Background: an optimization exercise with open tools, aiming at small area, a short achievable clock period and few clock cycles per item. Do not read the settings as production practice.
At most, simulation tests tie the RTL to the original design; equivalence was not proved.
No activity file was given, so power comes from the tool's default toggle rates.

== S ==
Design line_follow_pid_steering_core, start of the top module:
module line_follow_pid_steering_core (
  input  logic        clk,
  input  logic        rst_n,
  input  logic        in_tvalid,
  output logic        in_tready,
  input  logic [47:0] in_tdata,    
  input  logic        in_tlast,    
  output logic        out_tvalid,
  input  logic        out_tready,
  output logic [47:0] out_tdata,
  input  logic        cfg_valid,
  output logic        cfg_ready,
  input  logic [2:0]  cfg_index,
  input  logic [31:0] cfg_data
);
==> flow/config.mk <==
export PLATFORM = sky130hd
export DESIGN_NAME = line_follow_pid_steering_core
export DESIGN_NICKNAME = line_follow_pid_steering_core
export VERILOG_FILES = /design/flow/design.v
export SDC_FILE = /design/flow/constraint.sdc
export NUM_CORES = 4
export LEC_CHECK = 0
export CAP_MARGIN = 20
export CORE_MARGIN = 2
export CORE_UTILIZATION = 40
export SLEW_MARGIN = 20
==> flow/constraint.sdc <==
create_clock -name core_clock -period 11.0 [get_ports {clk}]
set_input_delay 2.2000 -clock core_clock [delete_from_list [all_inputs] [get_ports {clk}]]
set_output_delay 2.2000 -clock core_clock [all_outputs]
set_load 0.01 [all_outputs]
standard.sh (not shown) runs the stock make flow with config.mk's settings and CLKGATE_MAP_FILE= SYNTH_SCRIPT=/design/flow/synth_recipe.tcl, a recipe that flattens the netlist after the stock synthesis.
==> flow/flow/run.sh <==
#!/bin/bash
set -euo pipefail
bash standard.sh SETUP_SLACK_MARGIN=7 finish > standard.log 2>&1
Testbench counts of S, summed over its fixed seeds: cycles 5,456, scans 320.
Here is what was changed in the inputs of T compared with S.
-- flow/design.v --
<<< S, line 150
  logic signed [12:0] prev_pos_r;   
  logic [4:0]         prem_r, pdvs_r;
  logic [6:0]         pd3_r;        
  logic [12:0]        pq_r;         
  logic               pzero_r;
  logic [6:0]  pr4;
  logic [7:0]  pt1, pt2, pt3;
  logic [4:0]  prem_n;
  logic [11:0] pq_n;
  always_comb begin
    pr4 = {prem_r, pq_r[11:10]};
    pt1 = {1'b0, pr4} - {3'd0, pdvs_r};
    pt2 = {1'b0, pr4} - {2'd0, pdvs_r, 1'b0};
    pt3 = {1'b0, pr4} - {1'd0, pd3_r};
    if (!pt3[7]) begin
      prem_n = pt3[4:0];
      pq_n   = {pq_r[9:0], 2'd3};
    end else if (!pt2[7]) begin
      prem_n = pt2[4:0];
      pq_n   = {pq_r[9:0], 2'd2};
    end else if (!pt1[7]) begin
      prem_n = pt1[4:0];
      pq_n   = {pq_r[9:0], 2'd1};
    end else begin
      prem_n = pr4[4:0];
      pq_n   = {pq_r[9:0], 2'd0};
    end
  end
  logic [16:0] dlo_v, dhi_v;
>>> T, line 150
  logic signed [12:0] prev_pos_r;   
  logic [4:0]         prem_r, pdvs_r;
  logic [12:0]        pq_r;         
  logic               pzero_r;
  logic [4:0]  pr [0:2];
  logic [11:0] pq [0:2];
  logic [4:0]  prem_n;
  logic [11:0] pq_n;
  always_comb begin
    pr[0] = prem_r;
    pq[0] = pq_r[11:0];
    for (int i = 0; i < 2; i++) begin
      logic [5:0] r2;
      logic [6:0] d7;
      r2 = {pr[i], pq[i][11]};
      d7 = {1'b0, r2} - {2'b0, pdvs_r};
      if (!d7[6]) begin
        pr[i+1] = d7[4:0];
        pq[i+1] = {pq[i][10:0], 1'b1};
      end else begin
        pr[i+1] = r2[4:0];
        pq[i+1] = {pq[i][10:0], 1'b0};
      end
    end
    prem_n = pr[2];
    pq_n   = pq[2];
  end
  logic [16:0] dlo_v, dhi_v;
<<< S, line 196
            pq_r    <= {1'b0, sum_fin[3:0], 8'd0};
            pdvs_r  <= cnt_fin;
            pd3_r   <= {2'd0, cnt_fin} + {1'd0, cnt_fin, 1'b0};
            pzero_r <= (cnt_fin == 5'd0);
            p_cnt   <= '0;
>>> T, line 195
            pq_r    <= {1'b0, sum_fin[3:0], 8'd0};
            pdvs_r  <= cnt_fin;
            pzero_r <= (cnt_fin == 5'd0);
            p_cnt   <= '0;
Findings:
T went all the way through the flow, and no timing, DRC or antenna check failed. T ends up with a share of power burned in the clock network that is 1.0 points higher than in S. Summary of the comparison: wire length is lower in T, relative to S. Relative to S, ratio of final minimum period to clock period increased by 0.40 points in T. Summary — wire length of the first global-routing pass, T relative to S: lower, by about 1.4%. Number of cells upsized or downsized after cts, S and T: smaller value in T. Going from S to T, the cell area after layout was found to have gone down by about 0.7%. T vs S: share of layout cells above drive strength 1 up. The core of T is more densely filled than that of S. Clock buffer count from CTS: T < S. For the proportion of power drawn by combinational gates, T came in 0.2 points lower than S did. Delta (T minus S): number of clock buffers in the layout went up by 1, fill cell total of the finished layout -2.3%, final standard cell count with taps included and fillers excluded moved down, post-synthesis adder-cell area fraction fell 0.25 points.
Testbench counts of T, summed over its fixed seeds: cycles 5,456, scans 320.

* * *

garnet:
Another version of the RTL of line_follow_pid_steering_core (not shown whole).
For scale: about 5700 cells after synthesis, about 140 I/O pins, roughly 53000 sq um of cells after synthesis.
// line_follow_pid_steering_core
module line_follow_pid_steering_core (
  input  logic        clk,
  input  logic        rst_n,
  input  logic        in_tvalid,
  output logic        in_tready,
  input  logic [47:0] in_tdata,    
  input  logic        in_tlast,    
  output logic        out_tvalid,
  input  logic        out_tready,
  output logic [47:0] out_tdata,
  input  logic        cfg_valid,
  output logic        cfg_ready,
  input  logic [2:0]  cfg_index,
  input  logic [31:0] cfg_data
);
  localparam logic [1:0] P_IDLE = 2'd0, P_DIV = 2'd1, P_DONE = 2'd3;
  localparam logic [1:0] B_IDLE = 2'd0, B_ABS = 2'd1, B_DIV = 2'd2, B_DONE = 2'd3;
  localparam logic [1:0] C_IDLE = 2'd0, C_RUN = 2'd1, C_RES = 2'd2;
  localparam logic [1:0] D_EMPTY = 2'd0, D_ACC = 2'd1, D_WHL = 2'd2, D_OUT = 2'd3;
  logic       rst_q;
  logic [1:0] p_st, b_st, c_st, d_st;
  logic [3:0] p_cnt, b_cnt, c_cnt;
  logic       c_ovl, out_valid_r;
  logic       handoff, p_idle_next, pb_xfer, bc_xfer;
  always_ff @(posedge clk) rst_q <= rst_n;
  logic [31:0] kp_r, ki_r, kd_r;
  logic [15:0] cruise_r;
  logic [11:0] thresh_r;
  assign cfg_ready = 1'b1;
  always_ff @(posedge clk) begin
    if (!rst_q) begin
      kp_r     <= 32'd131072000;
      ki_r     <= '0;
      kd_r     <= '0;
      cruise_r <= 16'd40000;
      thresh_r <= 12'd1000;
    end else if (cfg_valid) begin
      case (cfg_index)
        3'd0: kp_r     <= cfg_data;
        3'd1: ki_r     <= cfg_data;
        3'd2: kd_r     <= cfg_data;
        3'd3: cruise_r <= cfg_data[15:0];
        3'd4: thresh_r <= cfg_data[11:0];
        default: ;
      endcase
    end
  end
  logic        in_rdy_r;
  logic        cap_en_r;     
  logic        v_r, last_r, hit_r;
  logic [3:0]  idx_r;
  logic [31:0] ts_r;
  logic [6:0]  sum_r, sum_fin;
  logic [4:0]  cnt_r, cnt_fin;
  logic [7:0]  sum_add;
  logic        hold, v_next, last_next;
  assign in_tready = in_rdy_r;
  ...
export LEC_CHECK = 0
export CAP_MARGIN = 20
export CORE_MARGIN = 2
export CORE_UTILIZATION = 40
export SLEW_MARGIN = 20
create_clock -name core_clock -period 11.0 [get_ports {clk}]
Scripts as last shown in full above: flow/flow/run.sh
garnet was carried through to the last stage, and its layout satisfied the timing, design-rule and antenna checks.
Setup changes, garnet to lagoon
-- flow/design.v --
<<< garnet, line 150
  logic signed [12:0] prev_pos_r;   
  logic [4:0]         prem_r, pdvs_r;
  logic [6:0]         pd3_r;        
  logic [12:0]        pq_r;         
  logic               pzero_r;
  logic [6:0]  pr4;
  logic [7:0]  pt1, pt2, pt3;
  logic [4:0]  prem_n;
  logic [11:0] pq_n;
  always_comb begin
    pr4 = {prem_r, pq_r[11:10]};
    pt1 = {1'b0, pr4} - {3'd0, pdvs_r};
    pt2 = {1'b0, pr4} - {2'd0, pdvs_r, 1'b0};
    pt3 = {1'b0, pr4} - {1'd0, pd3_r};
    if (!pt3[7]) begin
      prem_n = pt3[4:0];
      pq_n   = {pq_r[9:0], 2'd3};
    end else if (!pt2[7]) begin
      prem_n = pt2[4:0];
      pq_n   = {pq_r[9:0], 2'd2};
    end else if (!pt1[7]) begin
      prem_n = pt1[4:0];
      pq_n   = {pq_r[9:0], 2'd1};
    end else begin
      prem_n = pr4[4:0];
      pq_n   = {pq_r[9:0], 2'd0};
    end
  end
  logic [16:0] dlo_v, dhi_v;
>>> lagoon, line 150
  logic signed [12:0] prev_pos_r;   
  logic [4:0]         prem_r, pdvs_r;
  logic [12:0]        pq_r;         
  logic               pzero_r;
  logic [4:0]  pr [0:2];
  logic [11:0] pq [0:2];
  logic [4:0]  prem_n;
  logic [11:0] pq_n;
  always_comb begin
    pr[0] = prem_r;
    pq[0] = pq_r[11:0];
    for (int i = 0; i < 2; i++) begin
      logic [5:0] r2;
      logic [6:0] d7;
      r2 = {pr[i], pq[i][11]};
      d7 = {1'b0, r2} - {2'b0, pdvs_r};
      if (!d7[6]) begin
        pr[i+1] = d7[4:0];
        pq[i+1] = {pq[i][10:0], 1'b1};
      end else begin
        pr[i+1] = r2[4:0];
        pq[i+1] = {pq[i][10:0], 1'b0};
      end
    end
    prem_n = pr[2];
    pq_n   = pq[2];
  end
  logic [16:0] dlo_v, dhi_v;
<<< garnet, line 196
            pq_r    <= {1'b0, sum_fin[3:0], 8'd0};
            pdvs_r  <= cnt_fin;
            pd3_r   <= {2'd0, cnt_fin} + {1'd0, cnt_fin, 1'b0};
            pzero_r <= (cnt_fin == 5'd0);
            p_cnt   <= '0;
>>> lagoon, line 195
            pq_r    <= {1'b0, sum_fin[3:0], 8'd0};
            pdvs_r  <= cnt_fin;
            pzero_r <= (cnt_fin == 5'd0);
            p_cnt   <= '0;
--- outcome ---
- Per the final summary, lagoon finished and its layout is clean on timing, DRC and antenna.
- In the metrics for lagoon and garnet, the one carrying the lower height of the die is lagoon.
- Comparing post-route fraction of the period consumed by the critical path for lagoon and garnet, the bigger number came from lagoon.
- Per the comparison of lagoon with garnet, count of mapped cells out of synthesis went down by 167, power consumption went down by 0.20 mW, number of global-route vias before repair went down by about 3.4%.
- Side by side, internal power turned out lower in lagoon than in garnet.
- Endpoint of the worst setup timing path: out_tdata[4] -> garnet, accp_r[32]$_SDFFCE_PP0P_ -> lagoon
- Layout sequential cell count down 0.83% in lagoon wrt garnet
- lagoon — count of plain and timing-repair buffers in the layout 1 higher, garnet as reference
No functional check of the RTL was part of any run of this note.

[static timing again, ports no longer ideal]
In the flow no input, the clock included, has a driving cell. The finished layouts below were timed again as built, in two steps. Step 1 (the two cells are an assumption about what drives the block):
set clk [get_ports {clk}]
set_driving_cell -lib_cell sky130_fd_sc_hd__clkbuf_16 $clk
set_driving_cell -lib_cell sky130_fd_sc_hd__buf_2 [delete_from_list [all_inputs] $clk]
Step 2 adds t to the input delays and takes it off the output delays; t is the mean of the earliest and latest rising clock arrival at the registers after step 1. Input paths then give back, and output paths get back, about the clock's delay inside the block. Three values: no drivers, after step 1, after step 2; two values: the first two.
| run | t, ns | setup WS [ns] | clock arrival spread, ns |
|---|---|---|---|
| S | 0.745 | 7.079 / 7.008 / 6.672 | 0.028 / 0.028 |
| T | 0.779 | 7.036 / 6.952 / 6.786 | 0.032 / 0.032 |
| garnet | 0.740 | 7.064 / 6.997 / 6.607 | 0.017 / 0.017 |
| lagoon | 0.744 | 6.911 / 6.911 / 6.638 | 0.032 / 0.033 |
After both steps setup and hold are still met in every run listed. For garnet, which loses most, drivers alone change the setup slack by -0.067 ns; drivers and shift together by -0.457 ns.
